This is an optimization exercise on Yosys and OpenROAD, whose aim is small area, a short achievable clock period and few clock cycles, not a production implementation.
At most, simulation tests tie the RTL to the original design; equivalence was not proved.
Only the layout flow was run in run 1; the RTL was not checked for function there.

$ cat flow/config.mk
export PLATFORM = sky130hd
export DESIGN_NAME = fc3_classify
export DESIGN_NICKNAME = fc3_classify
export VERILOG_FILES = /design/flow/design.v
export SDC_FILE = /design/flow/constraint.sdc
export NUM_CORES = 4
export LEC_CHECK = 0
export CAP_MARGIN = 20
export CORE_MARGIN = 2
export CORE_UTILIZATION = 40
export SETUP_SLACK_MARGIN = 5
export SLEW_MARGIN = 20
$ cat flow/standard.sh
#!/bin/bash
# synth_recipe.tcl (not shown) runs the flow's synth.tcl, then flattens the netlist and writes it again
# the make line also repeats each setting of config.mk as NAME=value (left out here)
make -C /OpenROAD-flow-scripts/flow DESIGN_CONFIG=/design/flow/config.mk WORK_HOME=/design/flow/orfs CLKGATE_MAP_FILE= SYNTH_SCRIPT=/design/flow/synth_recipe.tcl "${@:-finish}"
$ cat flow/flow/run.sh
#!/bin/bash
set -euo pipefail
bash standard.sh SETUP_SLACK_MARGIN=6.3 finish > standard_flow.log 2>&1
$ cat flow/constraint.sdc
create_clock -name core_clock -period 10.0 [get_ports {clk}]
set_input_delay 2.0000 -clock core_clock [delete_from_list [all_inputs] [get_ports {clk}]]
set_output_delay 2.0000 -clock core_clock [all_outputs]
set_load 0.01 [all_outputs]
$ cat flow/design.v
module fc3_classify #(
  parameter int N_IN    = 84,
  parameter int N_OUT   = 10,
  parameter int DW      = 16,
  parameter int WW      = 8,
  parameter int ACC_W   = 32,
  parameter int B_SHIFT = 8,
  parameter int RD_LAT  = 2
) (
  input  logic                  clk,
  input  logic                  rst_n,
  input  logic                  start,
  output logic [6:0]            f7_raddr,
  input  logic [DW-1:0]         f7_rdata,
  output logic [6:0]            w_raddr,
  input  logic [N_OUT*WW-1:0]   w_rdata,
  input  logic [N_OUT*16-1:0]   bias,
  output logic                  busy,
  output logic                  done,
  output logic [3:0]            class_out,
  output logic [ACC_W-1:0]      max_score
);
  localparam int AW = 30;
  logic       run_q;
  logic [6:0] addr_q;
  logic [2:0] vld_q;       
  logic       done_q;
  logic [4:0] ptr_q;       
  logic [4:0] cmp_q;       
  logic       start_acc, fetch, ready;
  logic [N_OUT-1:0] pend_l;
  logic [4:0] settled;
  assign start_acc = start & ~run_q;
  assign fetch     = start_acc | (addr_q != 7'd0);
  for (genvar t = 0; t < 5; t++) begin : g_settled
    assign settled[t] = ~pend_l[2*t] & ~pend_l[2*t+1];
  end
  assign ready     = |(ptr_q & settled);
  always_ff @(posedge clk or negedge rst_n) begin
    if (!rst_n) begin
      run_q  <= 1'b0;
      addr_q <= '0;
      vld_q  <= '0;
      ptr_q  <= '0;
      cmp_q  <= '0;
      done_q <= 1'b0;
    end else begin
      run_q  <= start_acc | (run_q & ~cmp_q[4]);
      addr_q <= (fetch && addr_q != 7'(N_IN-1)) ? addr_q + 7'd1 : 7'd0;
      vld_q  <= {vld_q[1:0], fetch};
      ptr_q  <= (vld_q[2] & ~vld_q[1]) ? 5'b00001 : (ready ? {ptr_q[3:0], 1'b0} : ptr_q);
      cmp_q  <= ready ? ptr_q : 5'b00000;
      done_q <= cmp_q[4];
    end
  end
  logic [DW-1:0] gx;
  logic [17:0]   gx3, fx3;
  logic [DW-1:0] x_q [2];
  logic [17:0]   x3_q [2];
  assign fx3 = {{2{f7_rdata[DW-1]}}, f7_rdata} + {f7_rdata[DW-1], f7_rdata, 1'b0};
  assign gx  = vld_q[1] ? f7_rdata : '0;
  assign gx3 = vld_q[1] ? fx3 : '0;
  always_ff @(posedge clk) begin
    x_q[0]  <= gx;
    x3_q[0] <= gx3;
    x_q[1]  <= f7_rdata;
    x3_q[1] <= fx3;
  end
  logic [AW-1:0] accn [N_OUT];    
  for (genvar j = 0; j < N_OUT; j++) begin : g_lane
    logic [WW-1:0]   w;
    logic [11:0]     sel_d, sel_q;
    logic [AW-1:0]   bias_ext;
    assign w = w_rdata[j*WW +: WW];
    for (genvar i = 0; i < 3; i++) begin : g_dig
      assign sel_d[3*i]   = ~w[2*i+1] &  w[2*i];    
      assign sel_d[3*i+1] =  w[2*i+1] & ~w[2*i];    
      assign sel_d[3*i+2] =  w[2*i+1] &  w[2*i];    
    end
    assign sel_d[9]  = w[6];                        
    assign sel_d[10] = w[7] & ~w[6];                
    assign sel_d[11] = w[7];                        
    if (j < 5) begin : g_gate_neg
      always_ff @(posedge clk) sel_q <= {sel_d[11] & vld_q[1], sel_d[10:0]};
    end else begin : g_gate_all
      always_ff @(posedge clk) sel_q <= sel_d & {12{vld_q[1]}};
    end
    assign bias_ext = {{(AW-16-B_SHIFT){bias[j*16+15]}}, bias[j*16 +: 16], {B_SHIFT{1'b0}}};
    fc3_mac u_mac (
      .clk  (clk),
      .rst_n(rst_n),
      .load (start_acc),
      .v    (vld_q[2]),
      .x    (x_q[j / 5]),
      .x3   (x3_q[j / 5]),
      .sel  (sel_q),
      .init (bias_ext),
      .accn (accn[j]),
      .pend (pend_l[j])
    );
  end
  localparam logic [AW-1:0] OFFSET = AW'(84 * 85 * (1 << 17));
  function automatic logic gt(input logic [AW-1:0] bn, input logic [AW-1:0] an);
    gt = {~bn[AW-1], bn[AW-2:0]} < {~an[AW-1], an[AW-2:0]};    
  endfunction
  logic [AW-1:0] ca, cb, ca_q, cb_q, scoren_q;
  logic [3:0]    class_q;
  logic [2:0]    step;
  logic          g_ab, g_a, g_b;
  always_comb begin
    ca = '0;
    cb = '0;
    for (int t = 0; t < 5; t++) begin
      ca = ca | (accn[2*t]   & {AW{ptr_q[t]}});
      cb = cb | (accn[2*t+1] & {AW{ptr_q[t]}});
    end
  end
  always_ff @(posedge clk) begin
    ca_q <= ca + OFFSET;
    cb_q <= cb + OFFSET;
  end
  assign step = {cmp_q[4], cmp_q[2] | cmp_q[3], cmp_q[1] | cmp_q[3]};
  assign g_ab = gt(cb_q, ca_q);
  assign g_a  = cmp_q[0] | gt(ca_q, scoren_q);
  assign g_b  = cmp_q[0] | gt(cb_q, scoren_q);
  always_ff @(posedge clk) begin
    if ((|cmp_q) && (g_ab ? g_b : g_a)) begin
      scoren_q <= g_ab ? cb_q : ca_q;
      class_q  <= {step, g_ab};
    end
  end
  assign f7_raddr  = addr_q;
  assign w_raddr   = addr_q;
  assign busy      = run_q;
  assign done      = done_q;
  assign class_out = class_q;
  assign max_score = ~{{(ACC_W-AW){scoren_q[AW-1]}}, scoren_q};
endmodule
module fc3_mac (
  input  logic        clk,
  input  logic        rst_n,
  input  logic        load,      
  input  logic        v,         
  input  logic [15:0] x,
  input  logic [17:0] x3,
  input  logic [11:0] sel,
  input  logic [29:0] init,
  output logic [29:0] accn,     
  output logic        pend       
);
  logic [29:0] accn_q;
  logic [4:0] cyn_q;
  logic [3:0] tn;
  logic vn;
  assign vn = ~v;
  logic [29:0] ain;    
  assign ain = load ? ~init : accn_q;
  logic [17:0] x1, x2;    
  assign x1 = {x[15], x[15], x};
  assign x2 = {x[15], x, 1'b0};
  logic [17:0] qn0, qn1, qn2, m3n, e3n;
  assign qn0 = ~(({18{sel[0]}} & x1) | ({18{sel[1]}} & x2) | ({18{sel[2]}} & x3));
  assign tn[0] = ~(v & qn0[17]);
  assign qn1 = ~(({18{sel[3]}} & x1) | ({18{sel[4]}} & x2) | ({18{sel[5]}} & x3));
  assign tn[1] = ~(v & qn1[17]);
  assign qn2 = ~(({18{sel[6]}} & x1) | ({18{sel[7]}} & x2) | ({18{sel[8]}} & x3));
  assign tn[2] = ~(v & qn2[17]);
  logic neg3n;
  assign neg3n = ~sel[11];
  assign m3n = ~(({18{sel[9]}} & x1) | ({18{sel[10]}} & x2));
  assign e3n = m3n ^ {18{sel[11]}};
  assign tn[3] = ~(v & e3n[17]);
  logic fs0, fc0, fs1, fc1, fs2, fc2, fs3, fc3, fs4, fc4, fs5, fc5, fs6, fc6, fs7, fc7, fs8, fc8, fs9, fc9, fs10, fc10, fs11, fc11, hs0, hc0, hs1, hc1, hs2, hc2, fs12, fc12, fs13, fc13, fs14, fc14, fs15, fc15, fs16, fc16, fs17, fc17, fs18, fc18, fs19, fc19, fs20, fc20, fs21, fc21, fs22, fc22, fs23, fc23, fs24, fc24, fs25, fc25, fs26, fc26, fs27, fc27, hs3, hc3, hs4, hc4, fs28, fc28, fs29, fc29, fs30, fc30, fs31, fc31, fs32, fc32, fs33, fc33, fs34, fc34, fs35, fc35, fs36, fc36, fs37, fc37, fs38, fc38, fs39, fc39, fs40, fc40, fs41, fc41, fs42, fc42, fs43, fc43, fs44, fc44, fs45, fc45, fs46, fc46, fs47, fc47, hs5, hc5;
  fc3_fa u_fa0 (.a(neg3n), .b(qn0[6]), .c(qn1[4]), .s(fs0), .co(fc0));
  fc3_fa u_fa1 (.a(qn0[7]), .b(qn1[5]), .c(qn2[3]), .s(fs1), .co(fc1));
  fc3_fa u_fa2 (.a(qn0[8]), .b(qn1[6]), .c(qn2[4]), .s(fs2), .co(fc2));
  fc3_fa u_fa3 (.a(qn0[9]), .b(qn1[7]), .c(qn2[5]), .s(fs3), .co(fc3));
  fc3_fa u_fa4 (.a(qn0[10]), .b(qn1[8]), .c(qn2[6]), .s(fs4), .co(fc4));
  fc3_fa u_fa5 (.a(qn0[11]), .b(qn1[9]), .c(qn2[7]), .s(fs5), .co(fc5));
  fc3_fa u_fa6 (.a(qn0[12]), .b(qn1[10]), .c(qn2[8]), .s(fs6), .co(fc6));
  fc3_fa u_fa7 (.a(qn0[13]), .b(qn1[11]), .c(qn2[9]), .s(fs7), .co(fc7));
  fc3_fa u_fa8 (.a(qn0[14]), .b(qn1[12]), .c(qn2[10]), .s(fs8), .co(fc8));
  fc3_fa u_fa9 (.a(qn0[15]), .b(qn1[13]), .c(qn2[11]), .s(fs9), .co(fc9));
  fc3_fa u_fa10 (.a(qn0[16]), .b(qn1[14]), .c(qn2[12]), .s(fs10), .co(fc10));
  fc3_fa u_fa11 (.a(qn1[15]), .b(qn2[13]), .c(e3n[11]), .s(fs11), .co(fc11));
  fc3_fa u_ha0 (.a(qn1[16]), .b(qn2[14]), .c(1'b1), .s(hs0), .co(hc0));
  fc3_fa u_ha1 (.a(qn2[15]), .b(e3n[13]), .c(1'b1), .s(hs1), .co(hc1));
  fc3_fa u_ha2 (.a(qn0[4]), .b(qn1[2]), .c(1'b1), .s(hs2), .co(hc2));
  fc3_fa u_fa12 (.a(qn0[5]), .b(qn1[3]), .c(qn2[1]), .s(fs12), .co(fc12));
  fc3_fa u_fa13 (.a(qn2[2]), .b(e3n[0]), .c(fs0), .s(fs13), .co(fc13));
  fc3_fa u_fa14 (.a(e3n[1]), .b(fs1), .c(fc0), .s(fs14), .co(fc14));
  fc3_fa u_fa15 (.a(e3n[2]), .b(fs2), .c(fc1), .s(fs15), .co(fc15));
  fc3_fa u_fa16 (.a(e3n[3]), .b(fs3), .c(fc2), .s(fs16), .co(fc16));
  fc3_fa u_fa17 (.a(e3n[4]), .b(fs4), .c(fc3), .s(fs17), .co(fc17));
  fc3_fa u_fa18 (.a(e3n[5]), .b(fs5), .c(fc4), .s(fs18), .co(fc18));
  fc3_fa u_fa19 (.a(e3n[6]), .b(fs6), .c(fc5), .s(fs19), .co(fc19));
  fc3_fa u_fa20 (.a(e3n[7]), .b(fs7), .c(fc6), .s(fs20), .co(fc20));
  fc3_fa u_fa21 (.a(e3n[8]), .b(fs8), .c(fc7), .s(fs21), .co(fc21));
  fc3_fa u_fa22 (.a(e3n[9]), .b(fs9), .c(fc8), .s(fs22), .co(fc22));
  fc3_fa u_fa23 (.a(e3n[10]), .b(fs10), .c(fc9), .s(fs23), .co(fc23));
  fc3_fa u_fa24 (.a(tn[0]), .b(fs11), .c(fc10), .s(fs24), .co(fc24));
  fc3_fa u_fa25 (.a(e3n[12]), .b(hs0), .c(fc11), .s(fs25), .co(fc25));
  fc3_fa u_fa26 (.a(tn[1]), .b(hs1), .c(hc0), .s(fs26), .co(fc26));
  fc3_fa u_fa27 (.a(qn2[16]), .b(e3n[14]), .c(hc1), .s(fs27), .co(fc27));
  fc3_fa u_ha3 (.a(e3n[15]), .b(tn[2]), .c(1'b1), .s(hs3), .co(hc3));
  fc3_fa u_ha4 (.a(qn0[2]), .b(qn1[0]), .c(1'b1), .s(hs4), .co(hc4));
  fc3_fa u_fa28 (.a(qn0[3]), .b(qn1[1]), .c(ain[3]), .s(fs28), .co(fc28));
  fc3_fa u_fa29 (.a(qn2[0]), .b(hs2), .c(ain[4]), .s(fs29), .co(fc29));
  fc3_fa u_fa30 (.a(hc2), .b(fs12), .c(ain[5]), .s(fs30), .co(fc30));
  fc3_fa u_fa31 (.a(fc12), .b(ain[6]), .c(fs13), .s(fs31), .co(fc31));
  fc3_fa u_fa32 (.a(ain[7]), .b(fs14), .c(fc13), .s(fs32), .co(fc32));
  fc3_fa u_fa33 (.a(ain[8]), .b(fs15), .c(fc14), .s(fs33), .co(fc33));
  fc3_fa u_fa34 (.a(ain[9]), .b(fs16), .c(fc15), .s(fs34), .co(fc34));
  fc3_fa u_fa35 (.a(ain[10]), .b(fs17), .c(fc16), .s(fs35), .co(fc35));
  fc3_fa u_fa36 (.a(ain[11]), .b(fs18), .c(fc17), .s(fs36), .co(fc36));
  fc3_fa u_fa37 (.a(ain[12]), .b(fs19), .c(fc18), .s(fs37), .co(fc37));
  fc3_fa u_fa38 (.a(ain[13]), .b(fs20), .c(fc19), .s(fs38), .co(fc38));
  fc3_fa u_fa39 (.a(ain[14]), .b(fs21), .c(fc20), .s(fs39), .co(fc39));
  fc3_fa u_fa40 (.a(ain[15]), .b(fs22), .c(fc21), .s(fs40), .co(fc40));
  fc3_fa u_fa41 (.a(ain[16]), .b(fs23), .c(fc22), .s(fs41), .co(fc41));
  fc3_fa u_fa42 (.a(ain[17]), .b(fs24), .c(fc23), .s(fs42), .co(fc42));
  fc3_fa u_fa43 (.a(ain[18]), .b(fs25), .c(fc24), .s(fs43), .co(fc43));
  fc3_fa u_fa44 (.a(ain[19]), .b(fs26), .c(fc25), .s(fs44), .co(fc44));
  fc3_fa u_fa45 (.a(ain[20]), .b(fs27), .c(fc26), .s(fs45), .co(fc45));
  fc3_fa u_fa46 (.a(ain[21]), .b(hs3), .c(fc27), .s(fs46), .co(fc46));
  fc3_fa u_fa47 (.a(e3n[16]), .b(ain[22]), .c(hc3), .s(fs47), .co(fc47));
  fc3_fa u_ha5 (.a(tn[3]), .b(ain[23]), .c(1'b1), .s(hs5), .co(hc5));
  logic [29:0] sum;
  logic [4:0] cyn_d;
  logic [6:0] ch0;
  assign ch0 = {1'b0, {fs29, hc4, hs4, qn0[1], qn0[0]}, 1'b1} + {1'b0, {fc28, fs28, ain[2], ain[1], ain[0]}, 1'b1};
  assign sum[4:0] = ch0[5:1];
  assign cyn_d[0] = ch0[6];
  logic [6:0] ch1;
  assign ch1 = {1'b0, {fs34, fs33, fs32, fc30, fs30}, 1'b1} + {1'b0, {fc33, fc32, fc31, fs31, fc29}, cyn_q[0]};
  assign sum[9:5] = ch1[5:1];
  assign cyn_d[1] = ch1[6];
  logic [6:0] ch2;
  assign ch2 = {1'b0, {fs39, fs38, fs37, fs36, fs35}, 1'b1} + {1'b0, {fc38, fc37, fc36, fc35, fc34}, cyn_q[1]};
  assign sum[14:10] = ch2[5:1];
  assign cyn_d[2] = ch2[6];
  logic [6:0] ch3;
  assign ch3 = {1'b0, {fs44, fs43, fs42, fs41, fs40}, 1'b1} + {1'b0, {fc43, fc42, fc41, fc40, fc39}, cyn_q[2]};
  assign sum[19:15] = ch3[5:1];
  assign cyn_d[3] = ch3[6];
  logic [6:0] ch4;
  assign ch4 = {1'b0, {ain[24], hs5, fs47, fs46, fs45}, 1'b1} + {1'b0, {hc5, fc47, fc46, fc45, fc44}, cyn_q[3]};
  assign sum[24:20] = ch4[5:1];
  assign cyn_d[4] = ch4[6];
  logic [6:0] ch5;
  assign ch5 = {1'b0, {ain[29], ain[28], ain[27], ain[26], ain[25]}, 1'b1} + {1'b0, {1'b1, 1'b1, 1'b1, 1'b1, 1'b1}, cyn_q[4]};
  assign sum[29:25] = ch5[5:1];
  always_ff @(posedge clk) accn_q <= sum;
  always_ff @(posedge clk or negedge rst_n) begin
    if (!rst_n) cyn_q <= '1;
    else        cyn_q <= cyn_d;
  end
  assign accn = accn_q;
  assign pend = ~&cyn_q;
endmodule
module fc3_fa (input logic a, b, c, output logic s, co);
  assign s  = a ^ b ^ c;
  assign co = (a & b) | (a & c) | (b & c);
endmodule
==> results of run 1 <==
area by class of cell:
type	count	area, sq um	area share, %
Antenna cell	5	12.5	0.0186
Clock buffer	115	2300	3.42
Clock inverter	38	428	0.636
Inverter	853	3240	4.81
Multi-Input combinational cell	3765	38000	56.5
Sequential cell	650	14000	20.9
Tap cell	1781	2230	3.31
Timing Repair Buffer	584	7010	10.4
cell families (layout without fill, tap and decap cells):
kind of cell	after synthesis	count (layout)	synth area share (%)
AOI/OAI and AO/OA	1525	1525	21.1
xor gates and xnor gates	435	435	6.98
adders and majority gates	957	957	29.2
buffers and inverters	1361	1590	9.53
DFF	650	650	25.2
muxes	30	30	0.617
other	0	5	0
and+or+nand+nor	815	818	7.24
synthesized netlist by cell type, types with 50 or more instances:
cell and count:
a222oi_1 510, nand2b_1 65, dfxtp_1 544, clkbuf_1 437, ha_1 426, xnor2_1 366, nor2_1 223, nand2_1 244
xor2_1 69, o21ai_0 162, dfstp_2 50, a21oi_1 327, inv_1 846, and2_1 70, fa_1 531, a21o_1 136
a22oi_1 209, o21a_1 61, nor2b_1 76, o21bai_1 60
sequential cells by signal, indices dropped and copies added, names as in the netlist:
| register | flops |
|---|---|
| x3_q | 33 |
| class_q | 4 |
| run_q | 1 |
| ca_q | 30 |
| scoren_q | 30 |
| ptr_q | 5 |
| cmp_q | 5 |
| addr_q | 7 |
| g_lane.u_mac.accn_q | 300 |
| x_q | 31 |
| g_lane.u_mac.cyn_q | 50 |
| cb_q | 30 |
| g_lane.sel_q | 120 |
| vld_q | 3 |
| done_q | 1 |
worst max-delay path by stage:
stage          depth (start not counted)  startpoint                                 end
2_1_floorplan                         14       start  g_lane[0].u_mac.cyn_q[2]$_DFF_PN1_
3_3_place_gp                          12       start  g_lane[5].u_mac.cyn_q[3]$_DFF_PN1_
3_5_place_dp                          12       start  g_lane[5].u_mac.cyn_q[3]$_DFF_PN1_
4_1_cts                               15       start  g_lane[8].u_mac.cyn_q[4]$_DFF_PN1_
5_1_grt                               14       start   g_lane[5].u_mac.accn_q[9]$_DFF_P_
6_report                              14       start   g_lane[5].u_mac.accn_q[9]$_DFF_P_
per-layer routing:
layer,vias to the layer above,GRT usage [%],share of wire [%]
li1,20500,-,-
met1,24100,39.7,36
met2,3709,47.5,41
met3,935,12.3,15
met4,32,15.9,7.5
met5,-,0.274,0.34
worst max-delay path, delay by kind of cell:
| kind | cells | cell delay [ns] |
|---|---|---|
| AO/OA/AOI/OAI | 4 | 0.63 |
| adder cells (fa/ha/maj) | 2 | 0.84 |
| XOR/XNOR | 1 | 0.09 |
| AND/OR/NAND/NOR | 2 | 0.19 |
| buffers and inverters | 5 | 0.65 |
timing repair:
| item | 4_1_cts | 5_1_grt |
|---|---|---|
| buffers inserted | 40 | 100 |
| hold buffers | 0 | 0 |
| gates cloned | 27 | 44 |
| pin swaps | 70 | 301 |
| endpoints found under the setup margin | 375 | 135 |
| gates resized for setup | 293 | 351 |
==> flow_summary.json, run 1 <==
{
  "synthTopCellsByArea": "dfxtp_1 (20%), fa_1 (19%), ha_1 (9.8%)",
  "core-area_sq_um": 135000,
  "layout.nets": 7152,
  "path_class": "input port to flop",
  "setup_ws_ns": 6.18,
  "cp_slowest_cell": "fa_1",
  "setup_viol": 0,
  "cts_made_buffers": 82,
  "maxSlewHeadroom_pct": 26.3,
  "crit_fanout": 6,
  "clk_latency_ns": 0.73,
  "synth_edf_count": 34,
  "port-buffer-count": 310,
  "min_to": "vld_q[1]$_DFF_PN0_",
  "grt_pass1_wl_mm": 327,
  "fin_util_pct": 49.7,
  "critPathArrivalTime_ns": 4.43,
  "grt_max_degree": 64,
  "syn_avg_cell_area_sq_um": 9.45,
  "hold_violations": 0,
  "dpl_cell_area_sq_um": 59600,
  "drtIter0Drc": 10500,
  "via_per_inst": 6.33,
  "worstSetupStartpointType": "input port",
  "die_h_microns": 373,
  "path_clk_slew_ns": 0.06,
  "gp_congestion": 0.960,
  "pre_cts_ws_ns": 4.33,
  "firstDrtPassIters": 17,
  "finalCritPeriodShare_pct": 38.2,
  "tightest_slew_ns": 1.10,
  "dp.cells": 7422,
  "cts_htree_levels": 3,
  "drive_above_1_share_pct": 18.7,
  "wire_per_inst_microns": 31.5,
  "synthArstFlopShare_pct": 11.1,
  "area_delta_synth_final_pct": 23.2,
  "drtAntennaViolNets": 0,
  "synth_cells": 5773,
  "fin_worst_skew_ns": 0.0200,
  "layout_commonest_cell": "inv_1",
  "yosysSeqAreaShare_pct": 25.2,
  "min_path_type": "flop to flop",
  "cts_tree": "done",
  "grt_pass1_vias": 47200,
  "setup_tns_ns": 0,
  "synth_top_area_cell": "dfxtp_1",
  "holdWs_ns": 0.355,
  "dp_hpwl_mm": 156,
  "yosys.cell_types.count": 67,
  "rows": 135,
  "cts_buffer_depth": 3,
  "synth_seq_cells": 650,
  "clock-root-buffer": "clkbuf_16",
  "drc": 0,
  "cp_data_required_time_ns": 10.62,
  "drv_slew": 0,
  "layout_min_cycle_time_ns": 3.82,
  "cp-end-kind": "flop",
  "cp_cell_sequence": "buf_12, nor2b_4, buf_12, buf_16, buf_12, nor2_4, fa_1, inv_1, ha_1, a21o_1, a21oi_2, o21bai_1, a21oi_1, xnor2_1",
  "initial_utilization_pct": 40.3,
  "clock_sinks": 650,
  "outcome": "complete, no violations",
  "wl_mm": 245,
  "dieArea_sq_um": 139000,
  "r2r_slack_ns": 6.25,
  "crit_top_cell": "buf_12",
  "die_w_microns": 373,
  "crit-reg2reg-capture": "g_lane[4].u_mac.accn_q[19]$_DFF_P_",
  "yosys.area.top_type_share_pct": 20.0,
  "fillCellCount": 12300,
  "timing.max_cap.violations": 0,
  "hold_depth": 0,
  "layout.cells.non_filler": 7791,
  "synth_ff_type": "dfxtp_1",
  "max_freq_mhz": 262,
  "pin_count": 311,
  "finalInstanceArea_sq_um": 67300,
  "layout_common_cells": "inv_1 (818), a222oi_1 (510), fa_1 (427)",
  "worstRegToRegCells": 11,
  "slowest_delay_ns": 0.56,
  "worstReg2RegStart": "x_q[0][14]$_SDFF_PN0_",
  "overflow": 0,
  "syn_nets": 6989,
  "num_vias": 49300,
  "ys.warnings.count": 7,
  "grtUsageTotal_pct": 31.7,
  "worst_hold_startpoint": "vld_q[0]$_DFF_PN0_",
  "grt_antenna_before_repair": 15,
  "grt_setup_unrepaired": "true",
  "synth_area_sq_um": 54600
}
==> run 2, diff against run 1 <==
--- a/flow/design.v
+++ b/flow/design.v
@@ -72,3 +72,2 @@
     logic [11:0]     sel_d, sel_q;
-    logic [AW-1:0]   bias_ext;
     assign w = w_rdata[j*WW +: WW];
@@ -87,3 +86,2 @@
     end
-    assign bias_ext = {{(AW-16-B_SHIFT){bias[j*16+15]}}, bias[j*16 +: 16], {B_SHIFT{1'b0}}};
     fc3_mac u_mac (
@@ -96,3 +94,3 @@
       .sel  (sel_q),
-      .init (bias_ext),
+      .bias (bias[j*16 +: 16]),
       .accn (accn[j]),
@@ -146,3 +144,3 @@
   input  logic [11:0] sel,
-  input  logic [29:0] init,
+  input  logic [15:0] bias,
   output logic [29:0] accn,     
@@ -156,2 +154,4 @@
   logic [29:0] ain;    
+  logic [29:0] init;
+  assign init = {{6{bias[15]}}, bias, 8'b0};
   assign ain = load ? ~init : accn_q;
==> run 2 against run 1 <==
Compared with the run above: synthesized cell count is the same; first-iteration DRC count is the same; non-clock buffer count is the same; core utilization is the same; critical path depth is the same; worst setup slack is the same; critical path type unchanged.
==> flow_summary.json, run 2 <==
{
  "path_clk_slew_ns": 0.06,
  "clk_latency_ns": 0.73,
  "dp_hpwl_mm": 156,
  "r2r_slack_ns": 6.25,
  "pre_cts_ws_ns": 4.33,
  "synth_cells": 5773,
  "drtAntennaViolNets": 0,
  "synth_seq_cells": 650,
  "post-synth-top-count-cell": "inv_1",
  "area_delta_synth_final_pct": 23.2,
  "dpl_cell_area_sq_um": 59600,
  "setup_tns_ns": 0,
  "cts_htree_levels": 3,
  "wl_mm": 245,
  "largest_reg_flops": 300,
  "clock-root-buffer": "clkbuf_16",
  "layout_commonest_cell": "inv_1",
  "min_path_type": "flop to flop",
  "num_vias": 49300,
  "layout_common_cells": "inv_1 (818), a222oi_1 (510), fa_1 (427)",
  "drv_slew": 0,
  "crit_fanout": 6,
  "grt_antenna_before_repair": 15,
  "firstDrtPassIters": 17,
  "worstRegToRegCells": 11,
  "grt_setup_unrepaired": "true",
  "setup_viol": 0,
  "synthTopCellsByArea": "dfxtp_1 (20%), fa_1 (19%), ha_1 (9.8%)",
  "timing.max_cap.violations": 0,
  "overflow": 0,
  "ys.warnings.count": 7,
  "clock_sinks": 650,
  "synth.top_cells.by_count": "inv_1 (846), dfxtp_1 (544), fa_1 (531)",
  "die_w_microns": 373,
  "finalCritPeriodShare_pct": 38.2,
  "synth_ff_type": "dfxtp_1",
  "synth_edf_count": 34,
  "grt_max_degree": 64,
  "final-seq-area_sq_um": 14000,
  "critPathArrivalTime_ns": 4.43,
  "max_freq_mhz": 262,
  "port-buffer-count": 310,
  "synthArstFlopShare_pct": 11.1,
  "synth_top_area_cell": "dfxtp_1",
  "yosysSeqAreaShare_pct": 25.2,
  "rows": 135,
  "pin_count": 311,
  "worst_hold_startpoint": "vld_q[0]$_DFF_PN0_",
  "yosys.cell_types.count": 67,
  "worstSetupStartpointType": "input port",
  "layout.nets": 7152,
  "crit-reg2reg-capture": "g_lane[4].u_mac.accn_q[19]$_DFF_P_",
  "maxSlewHeadroom_pct": 26.3,
  "fin_worst_skew_ns": 0.0200,
  "drive_above_1_share_pct": 18.7,
  "synth_area_sq_um": 54600,
  "grt_pass1_wl_mm": 327,
  "layout_min_cycle_time_ns": 3.82,
  "yosys.area.top_type_share_pct": 20.0,
  "top_regs": "g_lane.u_mac.accn_q: 300 flops, g_lane.sel_q: 120 flops, g_lane.u_mac.cyn_q: 50 flops",
  "syn_avg_cell_area_sq_um": 9.45,
  "gp_congestion": 0.960,
  "path_class": "input port to flop",
  "grt_pass1_vias": 47200,
  "cp-end-kind": "flop",
  "core-area_sq_um": 135000,
  "hold_depth": 0,
  "fillCellCount": 12300,
  "min_to": "vld_q[1]$_DFF_PN0_",
  "regMostFlops": "g_lane.u_mac.accn_q",
  "dieArea_sq_um": 139000,
  "outcome": "complete, no violations",
  "cts_buffer_depth": 3,
  "hold_violations": 0,
  "via_per_inst": 6.33,
  "initial_utilization_pct": 40.3,
  "worstReg2RegStart": "x_q[0][14]$_SDFF_PN0_",
  "hold_buffers": 0,
  "drc": 0,
  "tightest_slew_ns": 1.10,
  "cts_tree": "done",
  "grtUsageTotal_pct": 31.7,
  "cp_data_required_time_ns": 10.62,
  "die_h_microns": 373,
  "multi_input_area_sq_um": 38000,
  "syn_nets": 6989,
  "setup_ws_ns": 6.18,
  "cts_made_buffers": 82,
  "drtIter0Drc": 10500,
  "finalInstanceArea_sq_um": 67300,
  "wire_per_inst_microns": 31.5
}
[run 2: cell counts after synthesis]
No cell type changed its count.
[run 2: metal layers]
layer,track usage [%],share of wire [%]
met1,39.7,36
met2,47.5,41
met3,12.3,15
met4,15.9,7.5
met5,0.274,0.34
[run 2: worst max path at each step]
stage                     slack (ns)  depth (start not counted)                                  to  startpoint
after CTS                       6.19                         15  g_lane[8].u_mac.cyn_q[4]$_DFF_PN1_       start
after floorplan                 5.73                         14  g_lane[0].u_mac.cyn_q[2]$_DFF_PN1_       start
after global routing            6.13                         14   g_lane[5].u_mac.accn_q[9]$_DFF_P_       start
after detailed placement        4.33                         12  g_lane[5].u_mac.cyn_q[3]$_DFF_PN1_       start
final                           6.18                         14   g_lane[5].u_mac.accn_q[9]$_DFF_P_       start
after global placement          4.38                         12  g_lane[5].u_mac.cyn_q[3]$_DFF_PN1_       start
[run 2: kinds of logic after synthesis]
logic type               synth area share [%]
AO/OA/AOI/OAI                            21.1
buffers and inverters                    9.53
adder cells (fa/ha/maj)                  29.2
AND/OR/NAND/NOR                          7.24
flip-flops                               25.2
XOR/XNOR                                 6.98
multiplexers                            0.617
[run 2: final cells by class]
class                      count  area share (%)
timing repair buffer         584            10.4
sequential                   650            20.9
clock buffer                 115            3.42
multi-input combinational   3765            56.5
inverter                     853            4.81
clock inverter                38           0.636
tap                         1781            3.31
antenna                        5          0.0186
[run 2: critical path, cell delays in order]
cell      delay [ns]
buf_12          0.10
nor2b_4         0.16
buf_12          0.16
buf_16          0.19
buf_12          0.14
nor2_4          0.03
fa_1            0.56
inv_1           0.06
ha_1            0.28
a21o_1          0.19
a21oi_2         0.17
o21bai_1        0.09
a21oi_1         0.18
xnor2_1         0.09
[run 2: what timing repair did]
action	CTS	global route
resized for setup	293	351
cloned	27	44
endpoints found under the hold margin	0	0
setup endpoints to repair	375	135
buffers inserted	40	100
pin swaps	70	301
[run 2: per-stage QoR]
step	hold WS (ns)	util (%)	cells
floorplan	0.331	-	5773
global placement	0.337	44.0	7422
detailed placement	0.343	44.0	7422
CTS	0.355	47.2	7642
global route	0.357	49.6	7787
finish	0.355	49.7	7791
Testbench counts of run 2, summed over its fixed seeds: cycles 18,062.
==> run 3, diff against run 2 <==
--- a/flow/config.mk
+++ b/flow/config.mk
@@ -8,4 +8,7 @@
 export CAP_MARGIN = 20
+export CELL_PAD_IN_SITES_DETAIL_PLACEMENT = 1
+export CELL_PAD_IN_SITES_GLOBAL_PLACEMENT = 1
 export CORE_MARGIN = 2
 export CORE_UTILIZATION = 40
+export CTS_BUF_LIST = sky130_fd_sc_hd__clkbuf_4 sky130_fd_sc_hd__clkbuf_8
 export SETUP_SLACK_MARGIN = 5
==> run 3 against run 2 <==
Compared with the run above: clock skew is 0.039 ns higher; register-to-register slack better by 0.02 ns; non-clock buffer count is 81 lower; synthesized cell count is the same; via count fell by 0.84%; worst hold slack worse by 0.0092 ns; design area is 1.9% lower; sequential share of layout area rose by 0.43 points; still clean.
==> flow_summary.json, run 3 <==
{
  "grt_pass1_vias": 49800,
  "finalCritPeriodShare_pct": 37.5,
  "grtUsageTotal_pct": 33.8,
  "critPathArrivalTime_ns": 4.55,
  "die_h_microns": 373,
  "grt_pass1_wl_mm": 348,
  "wl_met2_mm": 112,
  "clock-root-buffer": "clkbuf_8",
  "maxSlewHeadroom_pct": 18.9,
  "drive_above_1_share_pct": 18.0,
  "timing.max_cap.violations": 0,
  "synth_top_area_cell": "dfxtp_1",
  "synth_area_sq_um": 54600,
  "grt_max_degree": 75,
  "drtIter0Drc": 8125,
  "setup_tns_ns": 0,
  "multi_input_area_sq_um": 37400,
  "setup_viol": 0,
  "die_w_microns": 373,
  "via_per_inst": 6.27,
  "cts_made_buffers": 131,
  "synth_ff_type": "dfxtp_1",
  "drv_slew": 0,
  "regMostFlops": "g_lane.u_mac.accn_q",
  "yosys.area_share.simple_pct": 7.24,
  "top_regs": "g_lane.u_mac.accn_q: 300 flops, g_lane.sel_q: 120 flops, g_lane.u_mac.cyn_q: 50 flops",
  "cts_tree": "done",
  "syn_avg_cell_area_sq_um": 9.45,
  "syn_nets": 6989,
  "min_path_type": "flop to flop",
  "port-buffer-count": 310,
  "outcome": "complete, no violations",
  "post-synth-top-count-cell": "inv_1",
  "synth_cells": 5773,
  "layout.nets": 7120,
  "synth-compound-area-share_pct": 21.1,
  "grt_setup_unrepaired": "true",
  "yosysSeqAreaShare_pct": 25.2,
  "firstDrtPassIters": 14,
  "synth_top_family_by_area": "adder cells",
  "cp_slowest_cell": "fa_1",
  "cp_cell_sequence": "buf_4, nor2b_4, clkbuf_16, buf_12, nor2_4, fa_1, inv_1, ha_1, a21o_1, a21oi_2, o21bai_1, a21oi_1, xnor2_1",
  "layout_common_cells": "inv_1 (820), a222oi_1 (510), fa_1 (431)",
  "yosys.cell_types.count": 67,
  "worstSetupStartpointType": "input port",
  "synth-adder-area-share_pct": 29.2,
  "wl_met1_mm": 101,
  "num_vias": 48900,
  "path_class": "input port to flop",
  "ys.warnings.count": 7,
  "synth.top_cells.by_count": "inv_1 (846), dfxtp_1 (544), fa_1 (531)",
  "final-seq-area_sq_um": 14100,
  "cts_htree_levels": 4,
  "synthMuxAreaShare_pct": 0.617,
  "synth_seq_cells": 650,
  "wl_met3_mm": 30.1,
  "synthArstFlopShare_pct": 11.1,
  "layout_commonest_cell": "inv_1",
  "cp-end-kind": "flop",
  "yosys.area.top_type_share_pct": 20.0,
  "rows": 135,
  "path_delay_family": "adder cells",
  "wire_per_inst_microns": 32.7,
  "drtAntennaViolNets": 0,
  "overflow": 0,
  "critPathBufInv": 4,
  "pin_count": 311,
  "dp_hpwl_mm": 170,
  "drc": 0,
  "core-area_sq_um": 135000,
  "highest_layer": "met5",
  "largest_reg_flops": 300,
  "clk_latency_ns": 0.88,
  "crit_fanout": 6,
  "synthXorXnorAreaFrac_pct": 6.98,
  "tightest_slew_ns": 1.22,
  "hold_violations": 0,
  "synth_edf_count": 34,
  "area_delta_synth_final_pct": 20.9,
  "wl_mm": 255,
  "gp_congestion": 0.898,
  "cp_data_required_time_ns": 10.80,
  "clock_sinks": 650,
  "synthTopCellsByArea": "dfxtp_1 (20%), fa_1 (19%), ha_1 (9.8%)",
  "fin_worst_skew_ns": 0.0588,
  "grt_antenna_before_repair": 16,
  "fillCellCount": 15000,
  "initial_utilization_pct": 40.3,
  "path_clk_slew_ns": 0.06,
  "cts_buffer_depth": 3,
  "max_freq_mhz": 267,
  "slowest_delay_ns": 0.59,
  "dieArea_sq_um": 139000,
  "layout_min_cycle_time_ns": 3.75
}
run 3: cell counts after synthesis:
No cell type changed its count.
run 3: what timing repair did:
action                                  in CTS  in global routing
gates cloned                                17                 35
buffers inserted                            22                 46
pin swaps                                   49                287
endpoints found under the setup margin     391                137
gates resized for setup                    319                246
hold buffers                                 0                  0
run 3: final timing paths:
| check | slack [ns] | cells past startpoint | from | to |
|---|---|---|---|---|
| worst max-delay path | 6.25 | 13 | start | g_lane[7].u_mac.accn_q[9]$_DFF_P_ |
| worst min-delay path | 0.35 | 0 | vld_q[0]$_DFF_PN0_ | vld_q[1]$_DFF_PN0_ |
| worst max register to register | 6.27 | 13 | x_q[1][11]$_DFF_P_ | g_lane[7].u_mac.cyn_q[2]$_DFF_PN1_ |
| worst min register to register | 0.35 | 0 | vld_q[0]$_DFF_PN0_ | vld_q[1]$_DFF_PN0_ |
| max in group asynchronous | 7.17 | 3 | rst_n | vld_q[2]$_DFF_PN0_ |
| min in group asynchronous | 1.12 | 1 | rst_n | addr_q[5]$_DFF_PN0_ |
run 3: routing by layer:
| layer | up-vias | global-route usage (%) |
|---|---|---|
| li1 | 20500 | - |
| met3 | 716 | 9.58 |
| met2 | 3029 | 52.5 |
| met4 | 10 | 13.5 |
| met5 | - | 0 |
| met1 | 24700 | 44.4 |
run 3: stage by stage:
| stage | worst slack, ns | hold WS (ns) | instance area (sq um) | util, % | instances |
|---|---|---|---|---|---|
| 4_1_cts | 6.27 | 0.349 | 63900 | 47.2 | 7709 |
| 3_3_place_gp | 4.32 | 0.333 | 59700 | 44.0 | 7432 |
| 5_1_grt | 6.10 | 0.355 | 66000 | 48.7 | 7791 |
| 2_1_floorplan | 5.73 | 0.331 | 56200 | - | 5773 |
| 3_5_place_dp | 4.28 | 0.336 | 59700 | 44.1 | 7432 |
| 6_report | 6.25 | 0.346 | 66000 | 48.7 | 7796 |
run 3: cell type report:
type | instances | share of cell area [%]
Clock buffer | 197 | 3.79
Clock inverter | 41 | 0.868
Multi-Input combinational cell | 3765 | 56.7
Antenna cell | 6 | 0.0228
Timing Repair Buffer | 503 | 9.02
Tap cell | 1781 | 3.38
Sequential cell | 650 | 21.3
Inverter | 853 | 4.91
run 3: logic make-up (layout without fill, tap and decap cells):
logic type               after synthesis  in the layout
AO/OA/AOI/OAI                       1525           1525
adder cells (fa/ha/maj)              957            957
buffers and inverters               1361           1594
other                                  0              6
multiplexers                          30             30
XOR/XNOR                             435            435
AND/OR/NAND/NOR                      815            818
flip-flops                           650            650
==> run 4, diff against run 3 <==
--- a/flow/design.v
+++ b/flow/design.v
@@ -30,2 +30,3 @@
   logic       start_acc, fetch, ready;
+  logic       load_q;      
   logic [N_OUT-1:0] pend_l;
@@ -41,2 +42,3 @@
       run_q  <= 1'b0;
+      load_q <= 1'b0;
       addr_q <= '0;
@@ -48,2 +50,3 @@
       run_q  <= start_acc | (run_q & ~cmp_q[4]);
+      load_q <= start_acc;
       addr_q <= (fetch && addr_q != 7'(N_IN-1)) ? addr_q + 7'd1 : 7'd0;
@@ -89,3 +92,3 @@
       .rst_n(rst_n),
-      .load (start_acc),
+      .load (load_q),
       .v    (vld_q[2]),
==> flow/flow/run.sh (replaced) <==
#!/bin/bash
set -euo pipefail
bash standard.sh SETUP_SLACK_MARGIN=6.3 'BUFFER_PORTS_ARGS=-buffer_cell sky130_fd_sc_hd__buf_1' finish > standard_flow.log 2>&1
--- a/flow/config.mk
+++ b/flow/config.mk
@@ -11,3 +11,3 @@
 export CORE_MARGIN = 2
-export CORE_UTILIZATION = 40
+export CORE_UTILIZATION = 48
 export CTS_BUF_LIST = sky130_fd_sc_hd__clkbuf_4 sky130_fd_sc_hd__clkbuf_8
==> run 4 against run 3 <==
Compared with the run above: register-to-register slack lost 0.25 ns; synthesized area grew 0.45%; still clean; sequential share of layout area grew 0.98 points; core utilization grew 7.2 points.
==> flow_summary.json, run 4 <==
{
  "yosysSeqAreaShare_pct": 25.2,
  "cp-end-kind": "flop",
  "port-buffer-count": 310,
  "finalCritPeriodShare_pct": 39.8,
  "cp-startpoint": "x_q[1][4]$_DFF_P_",
  "cts_made_buffers": 121,
  "layout.nets": 7148,
  "max_freq_mhz": 251,
  "tightest_slew_ns": 1.21,
  "synth_edf_count": 34,
  "cts_buffer_depth": 3,
  "hold_violations": 0,
  "yosys.area.top_type_share_pct": 19.9,
  "fin_worst_skew_ns": 0.0796,
  "grt_antenna_before_repair": 20,
  "synth_area_sq_um": 54800,
  "cp_data_required_time_ns": 10.81,
  "grt_setup_unrepaired": "true",
  "wire_per_inst_microns": 32.7,
  "setup_ws_ns": 6.02,
  "fin_util_pct": 55.9,
  "worst_hold_startpoint": "vld_q[0]$_DFF_PN0_",
  "area_delta_synth_final_pct": 15.2,
  "setup_viol": 0,
  "grtUsageTotal_pct": 38.9,
  "cts_tree": "done",
  "via_per_inst": 6.55,
  "min_path_type": "flop to flop",
  "path_clk_slew_ns": 0.06,
  "setup_tns_ns": 0,
  "syn_avg_cell_area_sq_um": 9.45,
  "clk_latency_ns": 0.91,
  "grt_pass1_vias": 49400,
  "layout.cells.non_filler": 7547,
  "synth_cells": 5799,
  "synth_seq_cells": 651,
  "drtIter0Drc": 9127,
  "regMostFlops": "g_lane.u_mac.accn_q",
  "timing.max_cap.violations": 0,
  "layout_min_cycle_time_ns": 3.98,
  "die_w_microns": 342,
  "layout_common_cells": "inv_1 (835), a222oi_1 (510), fa_1 (452)",
  "dp_hpwl_mm": 167,
  "drtAntennaViolNets": 0,
  "wl_mm": 247,
  "core-area_sq_um": 113000,
  "synthTopCellsByArea": "dfxtp_1 (20%), fa_1 (19%), ha_1 (9.7%)",
  "layout_commonest_cell": "inv_1",
  "path_class": "flop to flop",
  "dieArea_sq_um": 117000,
  "grt_max_degree": 88,
  "synth_top_area_cell": "dfxtp_1",
  "overflow": 0,
  "outcome": "complete, no violations",
  "synth.top_cells.by_count": "inv_1 (852), dfxtp_1 (544), fa_1 (531)",
  "firstDrtPassIters": 17,
  "clock_sinks": 651,
  "initial_utilization_pct": 48.5,
  "pre_cts_ws_ns": 5.34,
  "post-synth-top-count-cell": "inv_1",
  "cts_htree_levels": 3,
  "ys.warnings.count": 7,
  "critPathArrivalTime_ns": 4.80,
  "synthArstFlopShare_pct": 11.2,
  "worstReg2RegStart": "x_q[1][4]$_DFF_P_",
  "synth_ff_type": "dfxtp_1",
  "gp_congestion": 0.939,
  "largest_reg_flops": 300,
  "drv_slew": 0,
  "clock-root-buffer": "clkbuf_8",
  "holdWs_ns": 0.348,
  "num_vias": 49400,
  "syn_nets": 7015,
  "maxSlewHeadroom_pct": 18.5,
  "top_regs": "g_lane.u_mac.accn_q: 300 flops, g_lane.sel_q: 120 flops, g_lane.u_mac.cyn_q: 50 flops",
  "rows": 123,
  "worstSetupStartpointType": "flop",
  "pin_count": 311,
  "drive_above_1_share_pct": 16.1,
  "dp.cells": 7178,
  "die_h_microns": 342,
  "crit_fanout": 40,
  "grt_pass1_wl_mm": 335,
  "yosys.cell_types.count": 63,
  "drc": 0
}
## run 4: changes by cell type in the layout (fill, tap and decap cells not counted), sizes merged, moves of 16 or more
cell,previous run,this run
nor2,226,210
clkdlybuf4s15,20,0
nand2,245,267
dlygate4sd2,22,0
clkdlybuf4s50,250,0
o21ai,164,189
a21oi,330,299
or2,5,36
nand2b,67,36
clkbuf,240,211
buf,161,487
## run 4: what timing repair did
item / in CTS / in global routing
pin swaps: 131 / 386
buffers inserted: 27 / 64
gates cloned: 7 / 32
setup endpoints to repair: 198 / 107
hold buffers: 0 / 0
resized for setup: 284 / 278
## run 4: through the flow
step / area (sq um)
floorplan: 54900
global placement: 56500
finish: 63200
global route: 63200
detailed placement: 56500
CTS: 60700
## run 4: layer usage
metal / GRT usage (%) / up-vias / share of wire [%]
li1: - / 20600 / -
met1: 50.8 / 24800 / 38
met2: 59.2 / 3225 / 43
met3: 10.4 / 836 / 12
met4: 19.8 / 14 / 7.5
met5: 0 / - / 0.037
## run 4: final timing paths
path	to	slack (ns)	cells past startpoint
worst min register to register	vld_q[1]$_DFF_PN0_	0.35	0
worst min-delay path	vld_q[1]$_DFF_PN0_	0.35	0
min in group asynchronous	g_lane[7].u_mac.cyn_q[3]$_DFF_PN1_	1.35	1
max in group asynchronous	load_q$_DFF_PN0_	6.98	3
worst max register to register	g_lane[6].u_mac.accn_q[14]$_DFF_P_	6.02	11
worst max-delay path	g_lane[6].u_mac.accn_q[14]$_DFF_P_	6.02	11
## run 4: layout make-up
| cell class | instances | area [sq um] |
|---|---|---|
| Clock inverter | 47 | 616 |
| Clock buffer | 184 | 2340 |
| Timing Repair Buffer | 515 | 3940 |
| Fill cell | 12500 | 49800 |
| Multi-Input combinational cell | 3781 | 37000 |
| Inverter | 862 | 3290 |
| Tap cell | 1500 | 1880 |
| Antenna cell | 7 | 17.5 |
| Sequential cell | 651 | 14100 |
## run 4: kinds of logic (layout without fill, tap and decap cells)
logic type / Yosys count / in the layout / share of synthesized area, %
compound gates: 1521 / 1521 / 21.0
xor+xnor: 431 / 431 / 6.89
fa+ha+maj: 957 / 957 / 29.1
buf+inv: 1367 / 1608 / 9.52
flops: 651 / 651 / 25.2
mux: 35 / 35 / 0.904
other cells: 0 / 7 / 0
simple gates: 837 / 837 / 7.37
## run 4: worst max-delay path, stage by stage, from the launching register on
cell and delay [ns]:
dfxtp_1 0.32, buf_8 0.19, a222oi_1 0.69, fa_1 0.59, fa_2 0.51, fa_2 0.50, ha_1 0.34, a21o_1 0.19
a21oi_2 0.17, o21bai_1 0.11, a21oi_2 0.15, xnor2_1 0.13
Testbench counts of run 4, summed over its fixed seeds: cycles 18,062.
==> run 5, diff against run 4 <==
--- a/flow/config.mk
+++ b/flow/config.mk
@@ -12,3 +12,2 @@
 export CORE_UTILIZATION = 48
-export CTS_BUF_LIST = sky130_fd_sc_hd__clkbuf_4 sky130_fd_sc_hd__clkbuf_8
 export SETUP_SLACK_MARGIN = 5
==> run 5 against run 4 <==
Compared with the run above: final cell count down 1.3%; sequential share of layout area up 0.24 points; fmax up 4.0%; worst hold slack about the same; clock skew down 0.049 ns.
==> flow_summary.json, run 5 <==
{
  "layout_min_cycle_time_ns": 3.83,
  "layout_common_cells": "inv_1 (839), a222oi_1 (510), fa_1 (456)",
  "largest_reg_flops": 300,
  "synthTopCellsByArea": "dfxtp_1 (20%), fa_1 (19%), ha_1 (9.7%)",
  "cts_made_buffers": 82,
  "layout.cells.non_filler": 7450,
  "synth.top_cells.by_count": "inv_1 (852), dfxtp_1 (544), fa_1 (531)",
  "port-buffer-count": 310,
  "synthArstFlopShare_pct": 11.2,
  "wire_per_inst_microns": 32.8,
  "drc": 0,
  "clock-root-buffer": "clkbuf_16",
  "pre_cts_ws_ns": 5.34,
  "top_regs": "g_lane.u_mac.accn_q: 300 flops, g_lane.sel_q: 120 flops, g_lane.u_mac.cyn_q: 50 flops",
  "worstSetupStartpointType": "flop",
  "drive_above_1_share_pct": 13.9,
  "area_delta_synth_final_pct": 13.9,
  "cp-end-kind": "flop",
  "yosys.cell_types.count": 63,
  "synth_area_sq_um": 54800,
  "cts_htree_levels": 3,
  "synthXorXnorAreaFrac_pct": 6.89,
  "synthMuxAreaShare_pct": 0.904,
  "min_to": "vld_q[1]$_DFF_PN0_",
  "critPathArrivalTime_ns": 4.44,
  "rows": 123,
  "setup_viol": 0,
  "hold_violations": 0,
  "holdWs_ns": 0.349,
  "worst_hold_startpoint": "vld_q[0]$_DFF_PN0_",
  "dp_hpwl_mm": 167,
  "grt_antenna_before_repair": 22,
  "core-area_sq_um": 113000,
  "worstReg2RegStart": "x_q[1][9]$_DFF_P_",
  "clock_sinks": 651,
  "cp_data_required_time_ns": 10.61,
  "drtAntennaViolNets": 0,
  "synth-adder-area-share_pct": 29.1,
  "yosys.area_share.simple_pct": 7.37,
  "finalInstanceArea_sq_um": 62400,
  "crit_fanout": 20,
  "pin_count": 311,
  "critPathBufInv": 2,
  "path_class": "flop to flop",
  "layout_commonest_cell": "inv_1",
  "synth_seq_cells": 651,
  "slowest_delay_ns": 0.64,
  "syn_avg_cell_area_sq_um": 9.45,
  "dpl_cell_area_sq_um": 56500,
  "synth_ff_type": "dfxtp_1",
  "hold_depth": 0,
  "path_clk_slew_ns": 0.06,
  "drv_slew": 0,
  "max_freq_mhz": 261,
  "via_per_inst": 6.56,
  "fin_worst_skew_ns": 0.0305,
  "syn_nets": 7015,
  "finalCritPeriodShare_pct": 38.3,
  "min_path_type": "flop to flop",
  "firstDrtPassIters": 14,
  "setup_tns_ns": 0,
  "yosys.area.top_type_share_pct": 19.9,
  "synth_cells": 5799,
  "drtIter0Drc": 9010,
  "dp.cells": 7178,
  "setup_ws_ns": 6.17,
  "ys.warnings.count": 7,
  "cts_tree": "done",
  "clk_latency_ns": 0.70,
  "tightest_slew_ns": 1.18,
  "gp_congestion": 0.939,
  "regMostFlops": "g_lane.u_mac.accn_q",
  "maxSlewHeadroom_pct": 20.8,
  "cp_cell_sequence": "buf_12, clkbuf_16, a222oi_1, fa_1, fa_1, fa_2, ha_1, a21o_1, a21oi_2, o21bai_1, a21oi_2, xnor2_1",
  "die_w_microns": 342,
  "die_h_microns": 342,
  "cp_slowest_cell": "fa_2",
  "synth_edf_count": 34,
  "post-synth-top-count-cell": "inv_1",
  "dieArea_sq_um": 117000,
  "path_delay_family": "adder cells",
  "grt_setup_unrepaired": "true",
  "crit-reg2reg-capture": "g_lane[6].u_mac.accn_q[14]$_DFF_P_",
  "fillCellCount": 12500,
  "layout.nets": 7089,
  "grt_pass1_wl_mm": 333,
  "hold_buffers": 0,
  "grtUsageTotal_pct": 38.7,
  "num_vias": 48900,
  "timing.max_cap.violations": 0,
  "overflow": 0,
  "synth_top_family_by_area": "adder cells",
  "worstRegToRegCells": 12,
  "outcome": "complete, no violations",
  "grt_pass1_vias": 48900,
  "wl_mm": 244,
  "initial_utilization_pct": 48.5,
  "grt_max_degree": 88,
  "synth-compound-area-share_pct": 21.0,
  "fin_util_pct": 55.3,
  "cts_buffer_depth": 3,
  "r2r_slack_ns": 6.17,
  "synth_top_area_cell": "dfxtp_1",
  "yosysSeqAreaShare_pct": 25.2
}
==> run 5: cell counts after synthesis <==
No cell type changed its count.
==> run 5: timing repair <==
| item | 4_1_cts | 5_1_grt |
|---|---|---|
| buffers inserted | 28 | 44 |
| resized for setup | 276 | 237 |
| pin swaps | 122 | 285 |
| setup endpoints to repair | 198 | 108 |
| gates cloned | 4 | 35 |
==> run 5: kinds of logic (layout without fill, tap and decap cells) <==
logic type	Yosys count	in the layout
compound gates	1521	1521
other cells	0	10
xor+xnor	431	431
fa+ha+maj	957	957
mux	35	35
simple gates	837	837
flops	651	651
buf+inv	1367	1508
==> run 5: per-layer routing <==
metal	share of wire [%]	routed length [microns]	global-route usage [%]
met2	43	104000	59.2
met1	38	92700	51.4
met4	7.3	17800	19.3
met5	0.061	148	0
met3	12	29100	8.88
==> run 5: worst max path at each step <==
stage | slack, ns | start | cells after the start | end
2_1_floorplan | 6.30 | bias[28] | 8 | g_lane[1].u_mac.cyn_q[4]$_DFF_PN1_
3_3_place_gp | 5.43 | load_q$_DFF_PN0_ | 11 | g_lane[2].u_mac.accn_q[9]$_DFF_P_
3_5_place_dp | 5.34 | load_q$_DFF_PN0_ | 11 | g_lane[4].u_mac.cyn_q[2]$_DFF_PN1_
4_1_cts | 6.24 | x_q[0][6]$_SDFF_PN0_ | 13 | g_lane[4].u_mac.cyn_q[2]$_DFF_PN1_
5_1_grt | 6.09 | x_q[0][7]$_SDFF_PN0_ | 13 | g_lane[4].u_mac.accn_q[14]$_DFF_P_
6_report | 6.17 | x_q[1][9]$_DFF_P_ | 12 | g_lane[6].u_mac.accn_q[14]$_DFF_P_
==> run 5: area by class of cell <==
| type | instances | area [sq um] | area share, % |
|---|---|---|---|
| Antenna cell | 10 | 25.0 | 0.0401 |
| Clock buffer | 111 | 2290 | 3.67 |
| Clock inverter | 40 | 375 | 0.601 |
| Inverter | 862 | 3290 | 5.27 |
| Multi-Input combinational cell | 3781 | 36800 | 59.0 |
| Sequential cell | 651 | 14100 | 22.5 |
| Tap cell | 1500 | 1880 | 3.01 |
| Timing Repair Buffer | 495 | 3670 | 5.88 |
==> run 5: worst register-to-register path, stage by stage (launching register included) <==
cell and delay (ns):
dfxtp_4 0.36, buf_12 0.14, clkbuf_16 0.20, a222oi_1 0.39
fa_1 0.52, fa_1 0.54, fa_2 0.65, ha_1 0.23
a21o_1 0.19, a21oi_2 0.17, o21bai_1 0.10, a21oi_2 0.15
xnor2_1 0.13
==> run 6, diff against run 5 <==
--- a/flow/config.mk
+++ b/flow/config.mk
@@ -11,3 +11,3 @@
 export CORE_MARGIN = 2
-export CORE_UTILIZATION = 48
+export CORE_UTILIZATION = 40
 export SETUP_SLACK_MARGIN = 5
==> run 6 against run 5 <==
Compared with the run above: worst hold slack better by 0.0067 ns; synthesized cell count unchanged; final cell count up 4.1%; first-iteration DRC count down 8.2%; critical path type unchanged.
==> flow_summary.json, run 6 <==
{
  "die_h_microns": 374,
  "outcome": "complete, no violations",
  "drtAntennaViolNets": 0,
  "synthTopCellsByArea": "dfxtp_1 (20%), fa_1 (19%), ha_1 (9.7%)",
  "layout.nets": 7117,
  "grt_max_degree": 168,
  "layout_min_cycle_time_ns": 3.81,
  "cts_made_buffers": 83,
  "gp_congestion": 0.917,
  "die_w_microns": 374,
  "critPathArrivalTime_ns": 4.46,
  "grt_antenna_before_repair": 23,
  "dp.cells": 7469,
  "clock-root-buffer": "clkbuf_16",
  "fin_worst_skew_ns": 0.0459,
  "tightest_slew_ns": 1.13,
  "drive_above_1_share_pct": 14.8,
  "cp-end-kind": "flop",
  "grt_setup_unrepaired": "true",
  "path_class": "flop to flop",
  "dp_hpwl_mm": 172,
  "yosys.cell_types.count": 63,
  "path_clk_slew_ns": 0.06,
  "max_freq_mhz": 262,
  "synth.top_cells.by_count": "inv_1 (852), dfxtp_1 (544), fa_1 (531)",
  "synth_cells": 5799,
  "cp_data_required_time_ns": 10.64,
  "grt_pass1_vias": 49200,
  "post-synth-top-count-cell": "inv_1",
  "synth_edf_count": 34,
  "worstRegToRegCells": 11,
  "worstSetupStartpointType": "flop",
  "cts_htree_levels": 3,
  "cts_buffer_depth": 3,
  "drv_slew": 0,
  "num_vias": 48900,
  "synth_ff_type": "dfxtp_1",
  "wire_per_inst_microns": 32.4,
  "overflow": 0,
  "rows": 135,
  "hold_depth": 0,
  "min_path_type": "flop to flop",
  "layout_common_cells": "inv_1 (832), a222oi_1 (510), fa_1 (459)",
  "syn_avg_cell_area_sq_um": 9.45,
  "clock_sinks": 651,
  "yosys.area.top_type_share_pct": 19.9,
  "synth_seq_cells": 651,
  "dieArea_sq_um": 140000,
  "pin_count": 311,
  "initial_utilization_pct": 40.4,
  "maxSlewHeadroom_pct": 23.8,
  "layout_commonest_cell": "inv_1",
  "synth_top_area_cell": "dfxtp_1",
  "setup_tns_ns": 0,
  "setup_viol": 0,
  "clk_latency_ns": 0.74,
  "cts_tree": "done",
  "area_delta_synth_final_pct": 15.8,
  "layout.cells.non_filler": 7759,
  "finalCritPeriodShare_pct": 38.1,
  "core-area_sq_um": 136000,
  "regMostFlops": "g_lane.u_mac.accn_q",
  "via_per_inst": 6.31,
  "port-buffer-count": 310,
  "yosysSeqAreaShare_pct": 25.2,
  "dpl_cell_area_sq_um": 57000,
  "grt_pass1_wl_mm": 340,
  "drc": 0,
  "largest_reg_flops": 300,
  "ys.warnings.count": 7,
  "wl_mm": 251,
  "drtIter0Drc": 8268,
  "timing.max_cap.violations": 0,
  "syn_nets": 7015,
  "firstDrtPassIters": 12,
  "top_regs": "g_lane.u_mac.accn_q: 300 flops, g_lane.sel_q: 120 flops, g_lane.u_mac.cyn_q: 50 flops",
  "finalInstanceArea_sq_um": 63500,
  "hold_violations": 0,
  "synthArstFlopShare_pct": 11.2,
  "synth_area_sq_um": 54800,
  "crit_fanout": 15,
  "grtUsageTotal_pct": 32.8
}
-- run 6: cell counts after synthesis --
Identical to the previous run, type by type.
-- run 6: timing repair --
item                       4_1_cts  5_1_grt
setup endpoints to repair      161      106
cloned                           7       38
pin swaps                       97      343
setup buffers                   19       64
resized for setup              262      284
hold buffers                     0        0
hold endpoints to repair         0        0
-- run 6: logic make-up (layout without fill, tap and decap cells) --
logic type / after synthesis / count (layout) / synth area share, %
AOI/OAI and AO/OA: 1521 / 1521 / 21.0
buffers and inverters: 1367 / 1540 / 9.52
adders and majority gates: 957 / 957 / 29.1
and+or+nand+nor: 837 / 837 / 7.37
DFF: 651 / 651 / 25.2
xor gates and xnor gates: 431 / 431 / 6.89
muxes: 35 / 35 / 0.904
other: 0 / 6 / 0
-- run 6: worst paths after layout --
kind	startpoint	end	slack, ns
worst max-delay path	x3_q[1][8]$_DFF_P_	g_lane[8].u_mac.accn_q[14]$_DFF_P_	6.19
worst min-delay path	vld_q[0]$_DFF_PN0_	vld_q[1]$_DFF_PN0_	0.36
worst max register to register	x3_q[1][8]$_DFF_P_	g_lane[8].u_mac.accn_q[14]$_DFF_P_	6.19
worst min register to register	vld_q[0]$_DFF_PN0_	vld_q[1]$_DFF_PN0_	0.36
max in group asynchronous	rst_n	load_q$_DFF_PN0_	6.80
min in group asynchronous	rst_n	addr_q[5]$_DFF_PN0_	1.27
-- run 6: stage by stage --
| stage | utilization [%] | setup slack, ns | hold slack, ns |
|---|---|---|---|
| finish | 46.8 | 6.19 | 0.356 |
| global route | 46.8 | 6.10 | 0.364 |
| CTS | 44.9 | 6.24 | 0.356 |
| detailed placement | 42.0 | 5.66 | 0.342 |
| global placement | 42.0 | 5.69 | 0.342 |
| floorplan | - | 6.30 | 0.331 |
-- run 6: final cells by class --
class / instances / area, sq um
Antenna cell: 6 / 15.0
Clock buffer: 114 / 2350
Clock inverter: 42 / 614
Fill cell: 15100 / 72300
Inverter: 862 / 3290
Multi-Input combinational cell: 3781 / 37000
Sequential cell: 651 / 14100
Tap cell: 1781 / 2230
Timing Repair Buffer: 522 / 3920
-- run 6: layer usage --
layer / global-route usage, % / share of wire, % / vias up
met2: 51.5 / 44 / 3026
met3: 9.01 / 12 / 725
met5: 0 / 0.099 / -
met4: 13.5 / 6.0 / 18
li1: - / - / 20500
met1: 42.6 / 38 / 24700
-- run 6: worst max-delay path, stage by stage, from the launching register on --
cell      delay, ns
dfxtp_1        0.34
buf_4          0.27
a222oi_1       0.40
fa_1           0.50
fa_1           0.54
fa_1           0.63
ha_1           0.27
a21o_1         0.21
a21oi_2        0.17
o21bai_1       0.12
a21oi_2        0.16
xnor2_1        0.14

-- afterwards: timing with drivers on the ports --
The results above use ideal ports. As a check the final layouts listed here were re-extracted and re-timed, cells and wires unchanged.
Step 1, drivers: a clkbuf_16 drives clk and a buf_2 each remaining input, both assumed.
Step 2 adds t to the input delays and takes it off the output delays; t is the mean of the earliest and latest rising clock arrival at the registers after step 1. Input paths then give back, and output paths get back, about the clock's delay inside the block.
a / b / c = no drivers / after step 1 / after step 2; a / b = the first two.
run | shift t [ns] | slack for setup (ns) | worst data-port slew with drivers (ns) | cell pins on the clock port's net
run 1 | 0.809 | 6.184 / 6.200 / 5.391 | 0.09 | 1
run 2 | 0.809 | 6.184 / 6.200 / 5.391 | 0.09 | 1
run 3 | 0.947 | 6.248 / 6.270 / 5.359 | 0.08 | 1
run 4 | 0.950 | 6.017 / 6.017 / 5.616 | 0.14 | 1
run 5 | 0.762 | 6.170 / 6.170 / 5.649 | 0.12 | 1
run 6 | 0.798 | 6.185 / 6.185 / 5.752 | 0.14 | 1
After both steps every run listed still meets setup and hold. For run 3, which loses most, drivers alone change the setup slack by +0.022 ns; drivers and shift together by -0.889 ns.
